Source: an optimization exercise on an open RTL-to-GDS flow (aim: small area and a short achievable clock period). Production flows keep margins and buffers that such runs may drop.
At most, simulation tests tie the RTL to the original design; equivalence was not proved.

Setup of PW:
==> flow/design.v <==
`default_nettype none
`timescale 1ns/1ps
package spi_ram_pkg;
    localparam logic [1:0] CMD_WR_ADDR = 2'b00;
    localparam logic [1:0] CMD_WR_DATA = 2'b01;
    localparam logic [1:0] CMD_RD_ADDR = 2'b10;
    localparam logic [1:0] CMD_RD_DATA = 2'b11;
endpackage
`default_nettype wire
`default_nettype none
`timescale 1ns/1ps
module spi_sp_ram #(
    parameter int WIDTH = 8,
    parameter int RINGS = 32,
    parameter int SLOTS = 8
) (
    input  logic                         clk,
    input  logic                         wload,
    input  logic [7:0]                   waddr,
    input  logic [WIDTH-1:0]             wdata_n,
    input  logic [7:0]                   raddr,
    output logic                         hit,
    output logic [WIDTH-1:0]             dout
);
    localparam int SW = $clog2(SLOTS);
    logic [SW-1:0]                 r_phase;
    logic [RINGS*SLOTS*WIDTH-1:0]  r_ring;
    logic [7:0]                    r_whi;
    logic [3:0]                    r_wlo;
    logic                          r_rhit;
    logic [RINGS-1:0]              r_rsel;
    logic [SW-1:0]                 w_phase_nx;
    logic [WIDTH-1:0]              w_tap [RINGS];
    assign w_phase_nx = r_phase + 1'b1;
    always_ff @(posedge clk) begin
        r_phase <= w_phase_nx;
        r_whi   <= (!wload && (w_phase_nx == waddr[SW-1:0])) ? (8'd1 << waddr[7:5]) : 8'd0;
        r_wlo   <= 4'd1 << waddr[4:3];
        r_rhit  <= (r_phase == raddr[SW-1:0]);
        r_rsel  <= RINGS'(1) << raddr[7:SW];
    end
    genvar r, k;
    generate
        for (r = 0; r < RINGS; r++) begin : g_ring
            logic w_we;
            assign w_we = r_whi[r / 4] && r_wlo[r % 4];
            for (k = 0; k < SLOTS - 1; k++) begin : g_slot
                always_ff @(posedge clk) begin
                    r_ring[(r*SLOTS + k)*WIDTH +: WIDTH] <= r_ring[(r*SLOTS + k + 1)*WIDTH +: WIDTH];
                end
            end
            assign w_tap[r] = r_ring[(r*SLOTS + SLOTS - 1)*WIDTH +: WIDTH];
            always_ff @(posedge clk) begin
                r_ring[(r*SLOTS + SLOTS - 1)*WIDTH +: WIDTH] <=
                    w_we ? ~wdata_n : r_ring[(r*SLOTS)*WIDTH +: WIDTH];
            end
        end
    endgenerate
    always_comb begin
        dout = '0;
        for (int i = 0; i < RINGS; i++) dout = dout | (w_tap[i] & {WIDTH{r_rsel[i]}});
    end
    assign hit  = r_rhit;
endmodule
`default_nettype wire
`default_nettype none
`timescale 1ns/1ps
module spi_slave_ram_burst #(
    parameter int WIDTH     = 8,
    parameter int MEM_DEPTH = 256,
    parameter int AUTO_INC  = 1
) (
    input  logic clk,
    input  logic rst,
    input  logic SS_n,
    input  logic MOSI,
    output logic MISO,
    output logic busy,
    output logic frame_err
);
    logic             r_recv;
    logic             r_exec;
    logic             r_rdout;
    logic             r_done;
    logic             r_busy;
    logic [3:0]       r_cnt;
    logic [9:0]       r_shift;
    logic [7:0]       r_wr_addr;
    logic [7:0]       r_rd_addr;
    logic [7:0]       r_waddr;
    logic [7:0]       r_wdata_n;
    logic [7:0]       r_rbuf;
    logic             r_miso;
    logic             r_frame_err;
    logic [1:0]       w_cmd;
    logic [7:0]       w_payload;
    logic             w_hit;
    logic [7:0]       w_dout;
    logic             w_last;
    logic             w_wload;
    assign w_cmd     = r_shift[9:8];
    assign w_payload = r_shift[7:0];
    assign w_last    = (r_cnt == 4'd9);
    assign w_wload   = r_exec && (w_cmd == spi_ram_pkg::CMD_WR_DATA);
    spi_sp_ram #(
        .WIDTH (WIDTH)
    ) u_ram (
        .clk   (clk),
        .wload (w_wload),
        .waddr (r_waddr),
        .wdata_n (r_wdata_n),
        .raddr (r_rd_addr),
        .hit   (w_hit),
        .dout  (w_dout)
    );
    always_ff @(posedge clk) begin
        r_shift <= {r_shift[8:0], MOSI};
    end
    always_ff @(posedge clk) begin
        if (!r_busy || (r_recv && w_last))
            r_cnt <= '0;
        else if (r_recv || r_rdout)
            r_cnt <= r_cnt + 1'b1;
    end
    always_ff @(posedge clk) begin
        if (w_wload) begin
            r_waddr <= r_wr_addr;
            r_wdata_n <= ~w_payload;
        end
    end
    always_ff @(posedge clk) begin
        if (r_rdout)
            r_rbuf <= {r_rbuf[6:0], 1'b0};
        else if (w_hit)
            r_rbuf <= w_dout;
    end
    always_ff @(posedge clk or posedge rst) begin
        if (rst) begin
            r_recv      <= 1'b0;
            r_exec      <= 1'b0;
            r_rdout     <= 1'b0;
            r_done      <= 1'b0;
            r_busy      <= 1'b0;
            r_wr_addr   <= '0;
            r_rd_addr   <= '0;
            r_miso      <= 1'b0;
            r_frame_err <= 1'b0;
        end else begin
            r_recv      <= (!r_busy && !SS_n) || (r_recv && !SS_n && !w_last);
            r_exec      <= r_recv && !SS_n && w_last;
            r_rdout     <= (r_exec && !SS_n && (w_cmd == spi_ram_pkg::CMD_RD_DATA)) ||
                           (r_rdout && !SS_n && (r_cnt != 4'd8));
            r_done      <= (r_exec && !SS_n && (w_cmd != spi_ram_pkg::CMD_RD_DATA)) ||
                           (r_rdout && !SS_n && (r_cnt == 4'd8)) ||
                           (r_done && !SS_n);
            r_busy      <= !SS_n;
            r_miso      <= r_rdout && !SS_n && (r_cnt != 4'd8) && r_rbuf[7];
            r_frame_err <= r_recv && SS_n;
            if (r_exec) begin
                case (w_cmd)
                    spi_ram_pkg::CMD_WR_ADDR: r_wr_addr <= w_payload;
                    spi_ram_pkg::CMD_WR_DATA: r_wr_addr <= r_wr_addr + 1'b1;
                    spi_ram_pkg::CMD_RD_ADDR: r_rd_addr <= w_payload;
                    default:                  r_rd_addr <= r_rd_addr + 1'b1;
                endcase
            end
        end
    end
    assign MISO      = r_miso;
    assign busy      = r_busy;
    assign frame_err = r_frame_err;
endmodule
`default_nettype wire
make LEC_CHECK=0 CAP_MARGIN=20 CORE_MARGIN=2 CORE_UTILIZATION=80 CTS_BUF_LIST=sky130_fd_sc_hd__clkbuf_16 CTS_CLUSTER_DIAMETER=60 CTS_CLUSTER_SIZE=24 SETUP_SLACK_MARGIN=2.5 SLEW_MARGIN=20 TNS_END_PERCENT=100 finish   # period 4.5 ns
run.sh (not shown) runs the stock make flow with config.mk's settings and CLKGATE_MAP_FILE= SYNTH_SCRIPT=/design/flow/synth_recipe.tcl, a recipe that flattens the netlist after the stock synthesis.
In summary, PW completed successfully, with a layout that passed the timing, DRC and antenna checks.
[inputs] JK vs PW
--- a/flow/design.v
+++ b/flow/design.v
@@ -26,19 +26,24 @@
     logic [SW-1:0]                 r_phase;
     logic [RINGS*SLOTS*WIDTH-1:0]  r_ring;
     logic [7:0]                    r_whi;
     logic [3:0]                    r_wlo;
     logic                          r_rhit;
+    logic                          r_rhit2;
+    logic [WIDTH-1:0]              r_rpre;
+    logic [WIDTH-1:0]              w_rsel_tap;
     logic [RINGS-1:0]              r_rsel;
     logic [SW-1:0]                 w_phase_nx;
     logic [WIDTH-1:0]              w_tap [RINGS];
     assign w_phase_nx = r_phase + 1'b1;
     always_ff @(posedge clk) begin
         r_phase <= w_phase_nx;
         r_whi   <= (!wload && (w_phase_nx == waddr[SW-1:0])) ? (8'd1 << waddr[7:5]) : 8'd0;
         r_wlo   <= 4'd1 << waddr[4:3];
         r_rhit  <= (r_phase == raddr[SW-1:0]);
+        r_rhit2 <= r_rhit;
+        r_rpre  <= w_rsel_tap;
         r_rsel  <= RINGS'(1) << raddr[7:SW];
     end
     genvar r, k;
     generate
         for (r = 0; r < RINGS; r++) begin : g_ring
@@ -55,14 +60,15 @@
                     w_we ? ~wdata_n : r_ring[(r*SLOTS)*WIDTH +: WIDTH];
             end
         end
     endgenerate
     always_comb begin
-        dout = '0;
-        for (int i = 0; i < RINGS; i++) dout = dout | (w_tap[i] & {WIDTH{r_rsel[i]}});
+        w_rsel_tap = '0;
+        for (int i = 0; i < RINGS; i++) w_rsel_tap = w_rsel_tap | (w_tap[i] & {WIDTH{r_rsel[i]}});
     end
-    assign hit  = r_rhit;
+    assign hit  = r_rhit2;
+    assign dout = r_rpre;
 endmodule
 `default_nettype wire
 `default_nettype none
 `timescale 1ns/1ps
 module spi_slave_ram_burst #(
==> comparison <==
- In JK, the worst-case reg-to-reg path depth came out 1 below the value in PW.
- PW → JK: worst setup timing slack at the placement stage +270 ps; wire length reported by the detailed router increased by 3.5% relative to the old numbers; post-layout worst setup margin now larger.
- met2 usage for JK: 1.6 points up relative to PW
- JK drops more vias than PW.
- Looking at capturing element of the worst setup path, the u_ram.r_rpre[6] result is from JK; the r_rbuf[1] one comes from PW.
- On highest cell delay on the worst timing path, JK tracks PW almost exactly.
- Comparing JK with PW, the count of nets after finishing came out essentially unchanged.
- Cell area after layout: JK vs PW up 300 um2
- Compared with PW, JK shows routability congestion estimate that has gone down by a few percent.
- The sequential share of layout area on PW is in line with that on JK.
Function not checked in JK: the RTL went through the layout flow alone.

afterwards: timing with drivers on the ports:
The results above use ideal ports. As a check the final layouts listed here were re-extracted and re-timed, cells and wires unchanged.
Step 1 (the two cells are an assumption about what drives the block):
set clk [get_ports {clk}]
set_driving_cell -lib_cell sky130_fd_sc_hd__clkbuf_16 $clk
set_driving_cell -lib_cell sky130_fd_sc_hd__buf_2 [delete_from_list [all_inputs] $clk]
Step 2 moves the port delays by t, midway between the first and last clock arrival at a register: inputs arrive t later, outputs are due t later. That takes back most of the time a late clock gives input paths.
a / b / c = no drivers / after step 1 / after step 2; a / b = the first two.
| run | t, ns | slack for setup (ns) | worst setup path after step 2 | latest minus earliest clock arrival (ns) |
|---|---|---|---|---|
| PW | 0.744 | 2.372 / 2.311 / 2.372 | register to register | 0.032 / 0.032 |
| JK | 0.746 | 2.397 / 2.347 / 2.397 | register to register | 0.045 / 0.045 |
After both steps every run listed still meets setup and hold.
